Source: an optimization exercise on an open RTL-to-GDS flow (aim: small area). Production flows keep margins and buffers that such runs may drop. In this exercise RTL edits were held to simulation tests only and were not proved equivalent to the original. Power is estimated from default activity; no workload was simulated.

File: design/flow/flow/run.sh
#!/bin/bash
# Own flow: the standard ORFS layout with three changes, each step's output in
# its own log file in the work folder:
#  - synthesis maps logic with an area-oriented ABC script (synth.tcl,
#    area.abc); registers and their names are as in the standard synthesis;
#  - ports are buffered with the smallest buffer, buf_1;
#  - clock tree: clkbuf_16 over clusters of up to 24 sinks, with no
#    dummy loads.
set -euo pipefail
W=$(pwd)
F=$W/flow
export OWN_ABC_SCRIPT=$F/area.abc
# Same make command as standard.sh, with our synthesis script in place of synth_recipe.tcl.
sed "s#$W/synth_recipe.tcl#$F/synth.tcl#g" standard.sh > own_synth.sh
grep -q "$F/synth.tcl" own_synth.sh
bash own_synth.sh synth > synth.log 2>&1
# Floorplan to final layout, as standard.sh does it (synthesis is already up to date).
bash standard.sh \
  "BUFFER_PORTS_ARGS=-buffer_cell sky130_fd_sc_hd__buf_1" \
  "CTS_ARGS=-sink_clustering_enable -repair_clock_nets -dont_use_dummy_load -buf_list {sky130_fd_sc_hd__clkbuf_16} -sink_clustering_size 24 -sink_clustering_max_diameter 80" \
  finish > layout.log 2>&1
test -f out/final.def
File: design/flow/flow/area.abc
strash
dch
amap
topo
stime -c
File: design/flow/flow/synth.tcl
proc synth {args} { yosys synth -nofsm -noshare {*}$args }
proc abc {args} {
  set i [lsearch -exact $args -script]
  if { $i >= 0 } {
    lset args [expr {$i + 1}] $::env(OWN_ABC_SCRIPT)
  }
  yosys abc {*}$args
}
source $::env(SCRIPTS_DIR)/synth.tcl
foreach {mod from to} {
  rf_and3   sky130_fd_sc_hd__and3_1  sky130_fd_sc_hd__and3_2
  rf_and2   sky130_fd_sc_hd__and2_0  sky130_fd_sc_hd__and2_2
  rf_and2   sky130_fd_sc_hd__and2_1  sky130_fd_sc_hd__and2_2
  rf_nand2d sky130_fd_sc_hd__nand2_1 sky130_fd_sc_hd__nand2_2
} {
  yosys chtype -map $from $to $mod
}
# left out here: clear keep_hierarchy, flatten, clean up, hide names made inside functions, write 1_2_yosys.v
File: design/flow/standard.sh
#!/bin/bash
# synth_recipe.tcl (not shown) runs the flow's synth.tcl, then flattens the netlist and writes it again
# the make line also repeats each setting of config.mk as NAME=value (left out here)
make -C /OpenROAD-flow-scripts/flow DESIGN_CONFIG=/design/flow/config.mk WORK_HOME=/design/flow/orfs CLKGATE_MAP_FILE= SYNTH_SCRIPT=/design/flow/synth_recipe.tcl "${@:-finish}"
File: design/flow/config.mk
export PLATFORM = sky130hd
export DESIGN_NAME = reg_file_ab
export DESIGN_NICKNAME = reg_file_ab
export VERILOG_FILES = /design/flow/design.v
export SDC_FILE = /design/flow/constraint.sdc
export NUM_CORES = 4
export LEC_CHECK = 0
export ABC_AREA = 1
export CAP_MARGIN = 20
export CORE_MARGIN = 2
export CORE_UTILIZATION = 60
export SETUP_SLACK_MARGIN = 0.2
export SLEW_MARGIN = 20
export SYNTH_HIERARCHICAL = 1
File: design/flow/constraint.sdc
create_clock -name core_clock -period 7.0 [get_ports {clk}]
set_input_delay 1.4000 -clock core_clock [delete_from_list [all_inputs] [get_ports {clk}]]
set_output_delay 1.4000 -clock core_clock [all_outputs]
set_load 0.01 [all_outputs]
File: design/flow/design.v
package reg_file_ab_pkg;
  localparam int REG_ZERO = 0;
  localparam int REG_SP   = 29;
  localparam int REG_RA   = 31;
  localparam int unsigned SP_RESET_DEFAULT = 227;
endpackage
module rf_ao22 (
  input  logic q,
  input  logic hold,
  input  logic d,
  input  logic load,
  output logic y
);
  assign y = (q & hold) | (d & load);
endmodule
module rf_aoi222 (
  input  logic s0,
  input  logic d0,
  input  logic s1,
  input  logic d1,
  input  logic s2,
  input  logic d2,
  output logic y_n
);
  assign y_n = ~((s0 & d0) | (s1 & d1) | (s2 & d2));
endmodule
module rf_aoi21 (
  input  logic s,
  input  logic d,
  input  logic c,
  output logic y_n
);
  assign y_n = ~((s & d) | c);
endmodule
module rf_nand2 (
  input  logic s,
  input  logic d,
  output logic y_n
);
  assign y_n = ~(s & d);
endmodule
module rf_or11n (
  input  logic [10:0] a_n,
  output logic        y
);
  assign y = ~&a_n;
endmodule
module rf_ao222 (
  input  logic s0,
  input  logic d0,
  input  logic s1,
  input  logic d1,
  input  logic s2,
  input  logic d2,
  output logic y
);
  assign y = (s0 & d0) | (s1 & d1) | (s2 & d2);
endmodule
module rf_and3 (
  input  logic a,
  input  logic b,
  input  logic c,
  output logic y
);
  assign y = a & b & c;
endmodule
module rf_and2 (
  input  logic a,
  input  logic b,
  output logic y
);
  assign y = a & b;
endmodule
module rf_nand2d (
  input  logic a,
  input  logic b,
  output logic y_n
);
  assign y_n = ~(a & b);
endmodule
module reg_file_ab #(
  parameter int          DATA_W   = 32,
  parameter int          ADDR_W   = 5,
  parameter int unsigned SP_RESET = reg_file_ab_pkg::SP_RESET_DEFAULT
) (
  input  logic              clk,
  input  logic              reset,
  input  logic              reg_write,
  input  logic [ADDR_W-1:0] write_reg,
  input  logic [DATA_W-1:0] write_data,
  input  logic [ADDR_W-1:0] read_reg1,
  input  logic [ADDR_W-1:0] read_reg2,
  input  logic              load_ab,
  output logic [DATA_W-1:0] read_data1,
  output logic [DATA_W-1:0] read_data2,
  output logic [DATA_W-1:0] a_out,
  output logic [DATA_W-1:0] b_out
);
  localparam int NREGS  = 2 ** ADDR_W;
  localparam int NGRP   = (NREGS - 1) / 3;       
  localparam int REG_SP = reg_file_ab_pkg::REG_SP;
  localparam logic [DATA_W-1:0] SP_VAL = DATA_W'(SP_RESET);
  typedef logic [NGRP:0] part_t;
  logic [DATA_W-1:0] regs   [NREGS];
  logic [DATA_W-1:0] regs_d [NREGS];
  logic [NREGS-1:0]  valid;
  logic [NREGS-1:0]  we, hold;
  logic [NREGS-1:0]  sel1, sel2;
  logic              sp_rst1, sp_rst2;
  part_t             part1_n [DATA_W];
  part_t             part2_n [DATA_W];
  logic              wr_en;
  logic              byp1, byp2;
  logic              a_w, a_r, b_w, b_r, ab_h;
  logic [DATA_W-1:0] a_d, b_d;
  assign wr_en = reg_write && (write_reg != ADDR_W'(reg_file_ab_pkg::REG_ZERO));
  logic [3:0] r1_lo, r2_lo, w_lo;
  logic [7:0] r1_hi, r2_hi, w_hi;
  always_comb begin
    for (int j = 0; j < 4; j++) begin
      r1_lo[j] = (read_reg1[1:0] == 2'(j));
      r2_lo[j] = (read_reg2[1:0] == 2'(j));
      w_lo[j]  = (write_reg[1:0] == 2'(j));
    end
    for (int k = 0; k < 8; k++) begin
      r1_hi[k] = (read_reg1[ADDR_W-1:2] == 3'(k));
      r2_hi[k] = (read_reg2[ADDR_W-1:2] == 3'(k));
      w_hi[k]  = reg_write && (write_reg[ADDR_W-1:2] == 3'(k));
    end
  end
  assign we[0]   = 1'b0;
  assign hold[0] = 1'b1;
  assign sel1[0] = 1'b0;
  assign sel2[0] = 1'b0;
  for (genvar i = 1; i < NREGS; i++) begin : g_dec
    rf_and2  u_we (.a (w_hi[i/4]), .b (w_lo[i%4]), .y (we[i]));
    rf_nand2d u_hd (.a (w_hi[i/4]), .b (w_lo[i%4]), .y_n (hold[i]));
    rf_and3  u_s1 (.a (valid[i]), .b (r1_hi[i/4]), .c (r1_lo[i%4]), .y (sel1[i]));
    rf_and3  u_s2 (.a (valid[i]), .b (r2_hi[i/4]), .c (r2_lo[i%4]), .y (sel2[i]));
  end
  assign sp_rst1 = !valid[REG_SP] && r1_hi[REG_SP/4] && r1_lo[REG_SP%4];
  assign sp_rst2 = !valid[REG_SP] && r2_hi[REG_SP/4] && r2_lo[REG_SP%4];
  always_ff @(posedge clk or negedge reset) begin
    if (!reset) begin
      valid <= '0;
    end else begin
      valid <= valid | we;
    end
  end
  for (genvar i = 1; i < NREGS; i++) begin : g_reg
    for (genvar b = 0; b < DATA_W; b++) begin : g_bit
      rf_ao22 u_nx (
        .q    (regs[i][b]),
        .hold (hold[i]),
        .d    (write_data[b]),
        .load (we[i]),
        .y    (regs_d[i][b])
      );
    end
    always_ff @(posedge clk) regs[i] <= regs_d[i];
  end
  for (genvar b = 0; b < DATA_W; b++) begin : g_rd
    for (genvar g = 0; g < NGRP; g++) begin : g_grp
      rf_aoi222 u_r1 (
        .s0 (sel1[3*g+1]), .d0 (regs[3*g+1][b]),
        .s1 (sel1[3*g+2]), .d1 (regs[3*g+2][b]),
        .s2 (sel1[3*g+3]), .d2 (regs[3*g+3][b]),
        .y_n (part1_n[b][g])
      );
      rf_aoi222 u_r2 (
        .s0 (sel2[3*g+1]), .d0 (regs[3*g+1][b]),
        .s1 (sel2[3*g+2]), .d1 (regs[3*g+2][b]),
        .s2 (sel2[3*g+3]), .d2 (regs[3*g+3][b]),
        .y_n (part2_n[b][g])
      );
    end
    if (SP_VAL[b]) begin : g_sp
      rf_aoi21 u_l1 (.s (sel1[NREGS-1]), .d (regs[NREGS-1][b]), .c (sp_rst1), .y_n (part1_n[b][NGRP]));
      rf_aoi21 u_l2 (.s (sel2[NREGS-1]), .d (regs[NREGS-1][b]), .c (sp_rst2), .y_n (part2_n[b][NGRP]));
    end else begin : g_nsp
      rf_nand2 u_l1 (.s (sel1[NREGS-1]), .d (regs[NREGS-1][b]), .y_n (part1_n[b][NGRP]));
      rf_nand2 u_l2 (.s (sel2[NREGS-1]), .d (regs[NREGS-1][b]), .y_n (part2_n[b][NGRP]));
    end
    rf_or11n u_o1 (.a_n (part1_n[b]), .y (read_data1[b]));
    rf_or11n u_o2 (.a_n (part2_n[b]), .y (read_data2[b]));
  end
  assign byp1 = wr_en && (write_reg == read_reg1);
  assign byp2 = wr_en && (write_reg == read_reg2);
  assign a_w  = load_ab && byp1;
  assign a_r  = load_ab && !byp1;
  assign b_w  = load_ab && byp2;
  assign b_r  = load_ab && !byp2;
  assign ab_h = !load_ab;
  for (genvar b = 0; b < DATA_W; b++) begin : g_ab
    rf_ao222 u_a (
      .s0 (a_w), .d0 (write_data[b]),
      .s1 (a_r), .d1 (read_data1[b]),
      .s2 (ab_h), .d2 (a_out[b]),
      .y  (a_d[b])
    );
    rf_ao222 u_b (
      .s0 (b_w), .d0 (write_data[b]),
      .s1 (b_r), .d1 (read_data2[b]),
      .s2 (ab_h), .d2 (b_out[b]),
      .y  (b_d[b])
    );
  end
  always_ff @(posedge clk or negedge reset) begin
    if (!reset) begin
      a_out <= '0;
      b_out <= '0;
    end else begin
      a_out <= a_d;
      b_out <= b_d;
    end
  end
endmodule
==> run notes, run 1 <==
switching power summed over all nets=4.16 mW; average wire per standard cell=42.9 um; violation count after the first detailed-routing iteration=14,600; synth warn=12; GRT Total Usage=52.6%; # port buffers=178; crit path launch type=input port; Worst setup EP type=output pin; worst hold-check path type=reg2reg; P&R area growth vs syn=8.64%; first-pass GRT wire length=277,000 um; Yosys top cell area share=48.2%; clock slew at reported path FFs=0.08 ns; Post-Synthesis Net Count=3,456; Slew Limit Fails=0; Reg-to-Reg Start=valid[16]$_DFF_PN0_; max_slew headroom=14.1%; count of buffers added by post-CTS timing repair for setup=0; ranking of synthesized cells by area=sky130_fd_sc_hd__dfxtp_1 (48%), sky130_fd_sc_hd__a22o_1 (21%), sky130_fd_sc_hd__a222oi_1 (17%), sky130_fd_sc_hd__dfrtp_1 (5.8%), sky130_fd_sc_hd__nand4_1 (2.9%); net switching share of the total power=29.8%; HP Start=valid[21]$_DFF_PN0_; Async SR Flop Fraction=8.74%; H-tree depth=2; setup repair after global routing missed its margin=no; Layout Skew=0.0531 ns; standard cell core area=68,500 um^2; Filler cells=5,264; Placer Congestion=0.968; Gate Count Post-Synth=3,405; primary flip-flop cell chosen by synthesis mapping=sky130_fd_sc_hd__dfxtp_1; RR Endpoint=b_out[16]$_DFF_PN0_; syn avg cell area=12.1 um^2; part of the power in combinational logic=15.1%; leakage=17.8 nW; total number of vias=42,800; router iterations before antenna repair=17; vertical extent of the die=267 um; launch point of the worst path=read_reg2[0]; via count of the first global-routing pass=41,000; setup tns final=0 ns; number of clock buffers inserted by TritonCTS=52; number of failing setup endpoints in the final timing report=0; TritonCTS clock tree=built; starting density of the core=60.4%; reg2reg path depth=7; internal cell power=9.78 mW; Rows=96; Post-synth EDFFs=0; clock latency on the worst-skew pair=0.68 ns; Die Span X=267 um; Slew @ Worst Pin=1.29 ns; Chip Area, Yosys=41,200 um^2; via density per instance=9.36; part of the cycle the worst path needs=87.7%; end point of the most critical hold path=valid[21]$_DFF_PN0_; total of hold buffers inserted after clock tree synthesis=0; final core occ=65.6%; endpoints failing hold=0; IO Count=179; fraction of layout cells with a size suffix above 1=7.11%; cell depth of the worst hold path=1; ANT nets after route=0; TritonCTS Sinks=1,087; power density relative to cell area=310 nW/um^2; required time at the worst-slack endpoint=5.60 ns; area taken by multi-input logic gates=18,900 um^2; Reg2Reg Setup Slack=3.49 ns; CP Class=in2out; Layout Nets=3,740; Die Outline Area=71,100 um^2; sum of net half-perimeters after detailed placement=109,000 um; max-capacitance violation count=0; data arrival time of the critical path=4.74 ns; post-cts resize count=0; total detailed-routing wirelength=196,000 um; sequential element share of the synthesized area=54.0%; largest vdd supply drop=0.234 mV; Storage cell area=22,200 um^2; post-synthesis instance area=41,400 um^2; maximum frequency from static timing analysis=0.163 GHz; Max clock buf depth=3; antenna violations before repair=10; sequential cell fraction of total power=60.9%; DRC errors left=0; number of register bits inferred by synthesis=1,087; root buffer cell=sky130_fd_sc_hd__clkbuf_16; Yosys top cell by area=sky130_fd_sc_hd__dfxtp_1; GR Overflow Total=0; worst-path fanout max=32; largest net degree at the start of global routing=63; status=finished clean; final critical-path required period=6.14 ns; clock network power share=24.0%; commonest cells in the synthesized netlist=sky130_fd_sc_hd__a22o_1 (992), sky130_fd_sc_hd__dfxtp_1 (992), sky130_fd_sc_hd__a222oi_1 (704); distinct cell type count of the synthesized netlist=18
-- placed cells by master, fill, tap and decap left out, types with 8 or more instances in the layout --
master                      count
sky130_fd_sc_hd__a21oi_1       10
sky130_fd_sc_hd__a222oi_1     704
sky130_fd_sc_hd__a22o_1       992
sky130_fd_sc_hd__and2_2        31
sky130_fd_sc_hd__and3_2        61
sky130_fd_sc_hd__buf_1        150
sky130_fd_sc_hd__buf_4         50
sky130_fd_sc_hd__clkbuf_16     52
sky130_fd_sc_hd__clkbuf_2      27
sky130_fd_sc_hd__clkinv_1      80
sky130_fd_sc_hd__dfrtp_1       95
sky130_fd_sc_hd__dfxtp_1      992
sky130_fd_sc_hd__nand2_1       62
sky130_fd_sc_hd__nand2_2       27
sky130_fd_sc_hd__nand4_1      192
sky130_fd_sc_hd__nor2_1        86
sky130_fd_sc_hd__nor3_1        18
sky130_fd_sc_hd__o22ai_1        8
sky130_fd_sc_hd__or2_0         31
-- worst max-delay path, stage by stage --
cell and delay (ns):
sky130_fd_sc_hd__buf_1 0.18, sky130_fd_sc_hd__clkinv_1 0.16, sky130_fd_sc_hd__nor2_1 0.50, sky130_fd_sc_hd__and3_2 1.04
sky130_fd_sc_hd__a222oi_1 0.35, sky130_fd_sc_hd__nand4_1 0.53, sky130_fd_sc_hd__nor2_1 0.14, sky130_fd_sc_hd__nand4_1 0.23
sky130_fd_sc_hd__buf_1 0.19
-- area by class of cell --
type / instances / area share [%]
flip-flops and latches: 1087 / 49.5
repair buffers: 230 / 2.49
well taps: 882 / 2.46
diodes: 5 / 0.0278
inverters: 81 / 0.677
clock buffers: 52 / 2.90
multi-input cells: 2237 / 42.0
-- Yosys stat by module, one instance, submodules excluded --
| module | times used | cells inside | flops+latches | area [um^2] |
|---|---|---|---|---|
| rf_aoi21 | 10 | 1 | 0 | 5.00 |
| rf_ao222 | 64 | 2 | 0 | 13.8 |
| rf_and2 | 31 | 1 | 0 | 6.26 |
| rf_nand2 | 54 | 1 | 0 | 3.75 |
| rf_nand2d | 31 | 1 | 0 | 3.75 |
| rf_or11n | 64 | 4 | 0 | 22.5 |
| rf_and3 | 62 | 1 | 0 | 6.26 |
| rf_ao22 | 992 | 1 | 0 | 8.76 |
| rf_aoi222 | 640 | 1 | 0 | 10.0 |
| reg_file_ab | 1 | 1201 | 1087 | 22800 |
-- registers in the layout, indices dropped and copies added (netlist names) --
register and flops:
b_out 32, a_out 32, regs 992, valid 31
-- metal layers --
layer / part of all wire [%] / global-route usage [%]
met5: 0.12 / 1.04
met2: 39 / 71.7
met3: 18 / 24.2
met1: 33 / 63.9
met4: 9.8 / 40.5
-- power by group through the flow --
stage / Sequential [mW] / Combinational [mW] / Clock, mW
floorplan: 8.25 / 1.30 / 0
global placement: 8.43 / 1.91 / 0
detailed placement: 8.50 / 2.00 / 0
CTS: 8.39 / 2.00 / 3.29
global route: 8.57 / 2.19 / 3.51
finish: 8.48 / 2.11 / 3.34
-- how the worst max path moves through the flow --
stage	depth (start not counted)	slack, ns	endpoint
2_1_floorplan	4	2.89	a_out[0]$_DFF_PN0_
3_3_place_gp	9	1.37	read_data2[25]
3_5_place_dp	9	1.29	read_data2[25]
4_1_cts	9	1.28	read_data2[25]
5_1_grt	9	0.86	read_data2[25]
6_report	9	0.86	read_data2[25]
-- stage by stage --
step	area [um^2]	instances	setup WS (ns)	hold WS (ns)	total power [mW]
2_1_floorplan	41400	3405	2.89	0.448	9.55
3_3_place_gp	43600	4515	1.37	0.467	10.3
3_5_place_dp	43600	4515	1.29	0.476	10.5
4_1_cts	44900	4567	1.28	0.492	13.7
5_1_grt	44900	4569	0.856	0.520	14.3
6_report	44900	4574	0.858	0.501	13.9
-- kinds of logic (layout without fill, tap and decap cells) --
kind of cell | Yosys count | after routing | share of synthesized area [%]
compound gates | 1717 | 1717 | 38.5
flops | 1087 | 1087 | 54.0
simple gates | 520 | 520 | 6.74
buf+inv | 81 | 363 | 0.738
other cells | 0 | 5 | 0
==> run 2: changes to the inputs <==
--- a/design/flow/flow/run.sh
+++ b/design/flow/flow/run.sh
@@ -4,7 +4,7 @@
 #  - synthesis maps logic with an area-oriented ABC script (synth.tcl,
 #    area.abc); registers and their names are as in the standard synthesis;
 #  - ports are buffered with the smallest buffer, buf_1;
-#  - clock tree: clkbuf_16 over clusters of up to 24 sinks, with no
+#  - clock tree: clkbuf_16 over clusters of up to 28 sinks, with no
 #    dummy loads.
 set -euo pipefail
 W=$(pwd)
@@ -17,6 +17,6 @@
 # Floorplan to final layout, as standard.sh does it (synthesis is already up to date).
 bash standard.sh \
   "BUFFER_PORTS_ARGS=-buffer_cell sky130_fd_sc_hd__buf_1" \
-  "CTS_ARGS=-sink_clustering_enable -repair_clock_nets -dont_use_dummy_load -buf_list {sky130_fd_sc_hd__clkbuf_16} -sink_clustering_size 24 -sink_clustering_max_diameter 80" \
+  "CTS_ARGS=-sink_clustering_enable -repair_clock_nets -dont_use_dummy_load -buf_list {sky130_fd_sc_hd__clkbuf_16} -sink_clustering_size 28 -sink_clustering_max_diameter 100" \
   finish > layout.log 2>&1
 test -f out/final.def
--- a/design/flow/config.mk
+++ b/design/flow/config.mk
@@ -8,7 +8,7 @@
 export ABC_AREA = 1
 export CAP_MARGIN = 20
 export CORE_MARGIN = 2
-export CORE_UTILIZATION = 60
+export CORE_UTILIZATION = 50
 export SETUP_SLACK_MARGIN = 0.2
 export SLEW_MARGIN = 20
 export SYNTH_HIERARCHICAL = 1
==> run notes, run 2 <==
cell with the largest stage delay on the worst path=sky130_fd_sc_hd__and3_2; net switching share of the total power=30.1% (+0.23 points); Layout Nets=3,769 (+0.78%); primary flip-flop cell chosen by synthesis mapping=sky130_fd_sc_hd__dfxtp_1; Rows=105 (+9.4%); standard cell core area=82,000 um^2 (+20%); leakage=17.9 nW (+0.49%); DP Cell Count=4,740 (+5.0%); Async SR Flop Fraction=8.74% (unchanged); Filler cells=7,000 (+33%); sequential cell fraction of total power=61.4% (+0.5 points); sequence of cells on the critical path=buf_1, clkinv_1, nor3_1, and3_2, a222oi_1, nand4_1, nor2_1, nand4_1, buf_1; Top Registers=regs (992), a_out (32), b_out (32); root buffer cell=sky130_fd_sc_hd__clkbuf_16; part of the cycle the worst path needs=90.7% (+2.9 points); IO Count=179 (unchanged); total of hold buffers inserted after clock tree synthesis=0 (unchanged); CP Class=in2out; total number of vias=42,500 (-0.73%); synth warn=12 (unchanged); # port buffers=178 (unchanged); worst-path fanout max=32 (unchanged); starting density of the core=50.5% (-10 points); Yosys top cell area share=48.2% (unchanged); Layout Skew=0.0393 ns (-0.0137 ns); Placer Congestion=0.991 (+2.4%); largest stage delay on the critical path=1.05 ns (about the same); max_slew headroom=13.8% (-0.28 points); required time at the worst-slack endpoint=5.60 ns (about the same); clock network power share=23.0% (-1.0 points); final critical-path required period=6.35 ns (+0.204 ns); TritonCTS clock tree=built; largest net degree at the start of global routing=65 (+3.2%); router iterations before antenna repair=15 (-2); worst hold-check path type=reg2reg; area taken by multi-input logic gates=18,900 um^2 (about the same); crit path launch type=input port; setup repair after global routing missed its margin=no; Worst setup EP type=output pin; number of flip-flops under the largest register name=992 (unchanged); commonest cells in the synthesized netlist=sky130_fd_sc_hd__a22o_1 (992), sky130_fd_sc_hd__dfxtp_1 (992), sky130_fd_sc_hd__a222oi_1 (704); DRC errors left=0 (unchanged); P&R area growth vs syn=9.50%; Slew Limit Fails=0 (unchanged); endpoints failing hold=0 (unchanged); vertical extent of the die=292 um (+9.4%); GR Overflow Total=0 (unchanged); max-capacitance violation count=0 (unchanged); clock latency on the worst-skew pair=0.67 ns (about the same); count of buffers added by post-CTS timing repair for setup=0 (unchanged); Post-Synthesis Net Count=3,456 (unchanged); Die Span X=292 um (+9.4%); Yosys top cell by area=sky130_fd_sc_hd__dfxtp_1; Max clock buf depth=3 (unchanged); sum of net half-perimeters after detailed placement=123,000 um (+12%); number of clock buffers inserted by TritonCTS=45 (-13%); post-cts resize count=0 (unchanged); number of failing setup endpoints in the final timing report=0 (unchanged); sequential element share of the synthesized area=54.0% (unchanged); clock slew at reported path FFs=0.09 ns (about the same); ranking of synthesized cells by area=sky130_fd_sc_hd__dfxtp_1 (48%), sky130_fd_sc_hd__a22o_1 (21%), sky130_fd_sc_hd__a222oi_1 (17%), sky130_fd_sc_hd__dfrtp_1 (5.8%), sky130_fd_sc_hd__nand4_1 (2.9%); power density relative to cell area=304 nW/um^2 (-2.1%); data arrival time of the critical path=4.95 ns (+0.21 ns); register bank with the most flops=regs; status=finished clean; post-synthesis instance area=41,400 um^2 (unchanged); via count of the first global-routing pass=40,300 (-1.6%); setup tns final=0 ns (unchanged); Post-synth EDFFs=0 (unchanged); total detailed-routing wirelength=212,000 um (+7.9%); violation count after the first detailed-routing iteration=12,000 (-17%); syn avg cell area=12.1 um^2 (unchanged); maximum frequency from static timing analysis=0.158 GHz (-3.2%); Gate Count Post-Synth=3,405 (unchanged); largest vdd supply drop=0.177 mV (-24%); number of register bits inferred by synthesis=1,087 (unchanged); TritonCTS Sinks=1,087 (unchanged); fraction of layout cells with a size suffix above 1=7.83% (+0.72 points); H-tree depth=2 (unchanged); Die Outline Area=85,100 um^2 (+20%); antenna violations before repair=12 (+2); ANT nets after route=0 (unchanged); Slew @ Worst Pin=1.29 ns (+0.00421 ns); Storage cell area=22,200 um^2 (unchanged); via density per instance=8.87 (-5.2%); internal cell power=9.62 mW (-1.6%); Chip Area, Yosys=41,200 um^2 (unchanged); GRT Total Usage=47.3% (-5.2 points); post-route insts no fill=4,791 (+4.7%); commonest cells after routing, fill and taps aside=sky130_fd_sc_hd__a22o_1 (992), sky130_fd_sc_hd__dfxtp_1 (992), sky130_fd_sc_hd__a222oi_1 (704), sky130_fd_sc_hd__nand4_1 (192), sky130_fd_sc_hd__buf_1 (151); switching power summed over all nets=4.14 mW (-0.52%); distinct cell type count of the synthesized netlist=18 (unchanged); part of the power in combinational logic=15.6% (+0.5 points); average wire per standard cell=44.2 um (+3.0%); first-pass GRT wire length=296,000 um (+6.9%); total design power=13.8 mW (-1.3%)
[run 2: Yosys stat by module, one instance, submodules excluded]
| module | cells inside | copies in the design | cell area, um^2 |
|---|---|---|---|
| rf_and3 | 1 | 62 | 6.26 |
| rf_nand2d | 1 | 31 | 3.75 |
| rf_and2 | 1 | 31 | 6.26 |
| reg_file_ab | 1201 | 1 | 22800 |
| rf_aoi222 | 1 | 640 | 10.0 |
| rf_ao22 | 1 | 992 | 8.76 |
| rf_aoi21 | 1 | 10 | 5.00 |
| rf_nand2 | 1 | 54 | 3.75 |
| rf_ao222 | 2 | 64 | 13.8 |
| rf_or11n | 4 | 64 | 22.5 |
[run 2: worst max-delay path: cells and delay by family]
kind / cells / cell delay (ns)
AO/OA/AOI/OAI: 1 / 0.30
buffers and inverters: 3 / 0.71
AND/OR/NAND/NOR: 5 / 2.51
[run 2: cell families after synthesis]
group	count (synthesis)	synth area share [%]
and+or+nand+nor	520	6.74
DFF	1087	54.0
AOI/OAI and AO/OA	1717	38.5
buffers and inverters	81	0.738
[run 2: routing by layer]
layer,vias to the layer above,global-route usage [%],part of all wire [%]
met5,-,0.851,0.087
met1,20600,61.3,35
met3,966,20.4,18
li1,16200,-,-
met2,4713,64.8,39
met4,12,28.5,7.4
[run 2: final cells by class]
cell class                      count  share of cell area [%]
Antenna cell                        5                  0.0276
Clock buffer                       45                    2.49
Inverter                           81                   0.671
Multi-Input combinational cell   2237                    41.6
Sequential cell                  1087                    49.1
Tap cell                         1070                    2.96
Timing Repair Buffer              266                    3.13
[run 2: power groups by stage]
stage | Clock, mW | Sequential, mW | Combinational (mW)
after floorplan | 0 | 8.25 | 1.30
after global placement | 0 | 8.40 | 1.98
after detailed placement | 0 | 8.48 | 2.05
after CTS | 3.14 | 8.35 | 2.05
after global routing | 3.35 | 8.54 | 2.24
final | 3.16 | 8.44 | 2.15
[run 2: final timing paths]
kind                                startpoint                  end  slack [ns]  depth (start not counted)
max                               read_reg2[2]       read_data2[31]        0.65                          9
min                        valid[17]$_DFF_PN0_  valid[17]$_DFF_PN0_        0.50                          1
max reg2reg                 valid[4]$_DFF_PN0_  a_out[14]$_DFF_PN0_        3.28                          7
min reg2reg                valid[17]$_DFF_PN0_  valid[17]$_DFF_PN0_        0.50                          1
max in group asynchronous                reset  a_out[30]$_DFF_PN0_        4.94                          2
min in group asynchronous                reset   valid[6]$_DFF_PN0_        0.76                          1
[run 2: stage by stage]
step / setup slack (ns) / utilization, % / area (um^2) / hold slack, ns
after floorplan: 2.89 / - / 41400 / 0.448
after global placement: 1.16 / 53.7 / 44100 / 0.463
after detailed placement: 1.04 / 53.8 / 44100 / 0.469
after CTS: 1.02 / 55.2 / 45200 / 0.496
after global routing: 0.744 / 55.2 / 45300 / 0.516
final: 0.654 / 55.3 / 45300 / 0.500

==> what the ideal ports hide <==
The flow's constraints put no driver on any port. The routed layouts listed below were extracted and timed again, unchanged, in two steps. Step 1: set_driving_cell puts a clkbuf_16 on clk and a buf_2 on each other input, an assumption about the parent block. Step 2 also shifts input and output timing later by t, the mid clock arrival at the registers, as if the neighbouring blocks saw the same clock. a / b / c = no drivers / after step 1 / after step 2; a / b = the first two.
run	shift t [ns]	setup WS [ns]	latest minus earliest clock arrival (ns)	slew at the worst register clock pin (ns)
run 1	0.730	0.858 / 0.825 / 0.825	0.055 / 0.056	0.10 / 0.10
run 2	0.718	0.654 / 0.523 / 0.523	0.047 / 0.047	0.12 / 0.12
After both steps setup and hold are still met in every run listed. The setup slack of run 2, which loses most, moves by -0.131 ns with the drivers and by -0.131 ns with both steps.
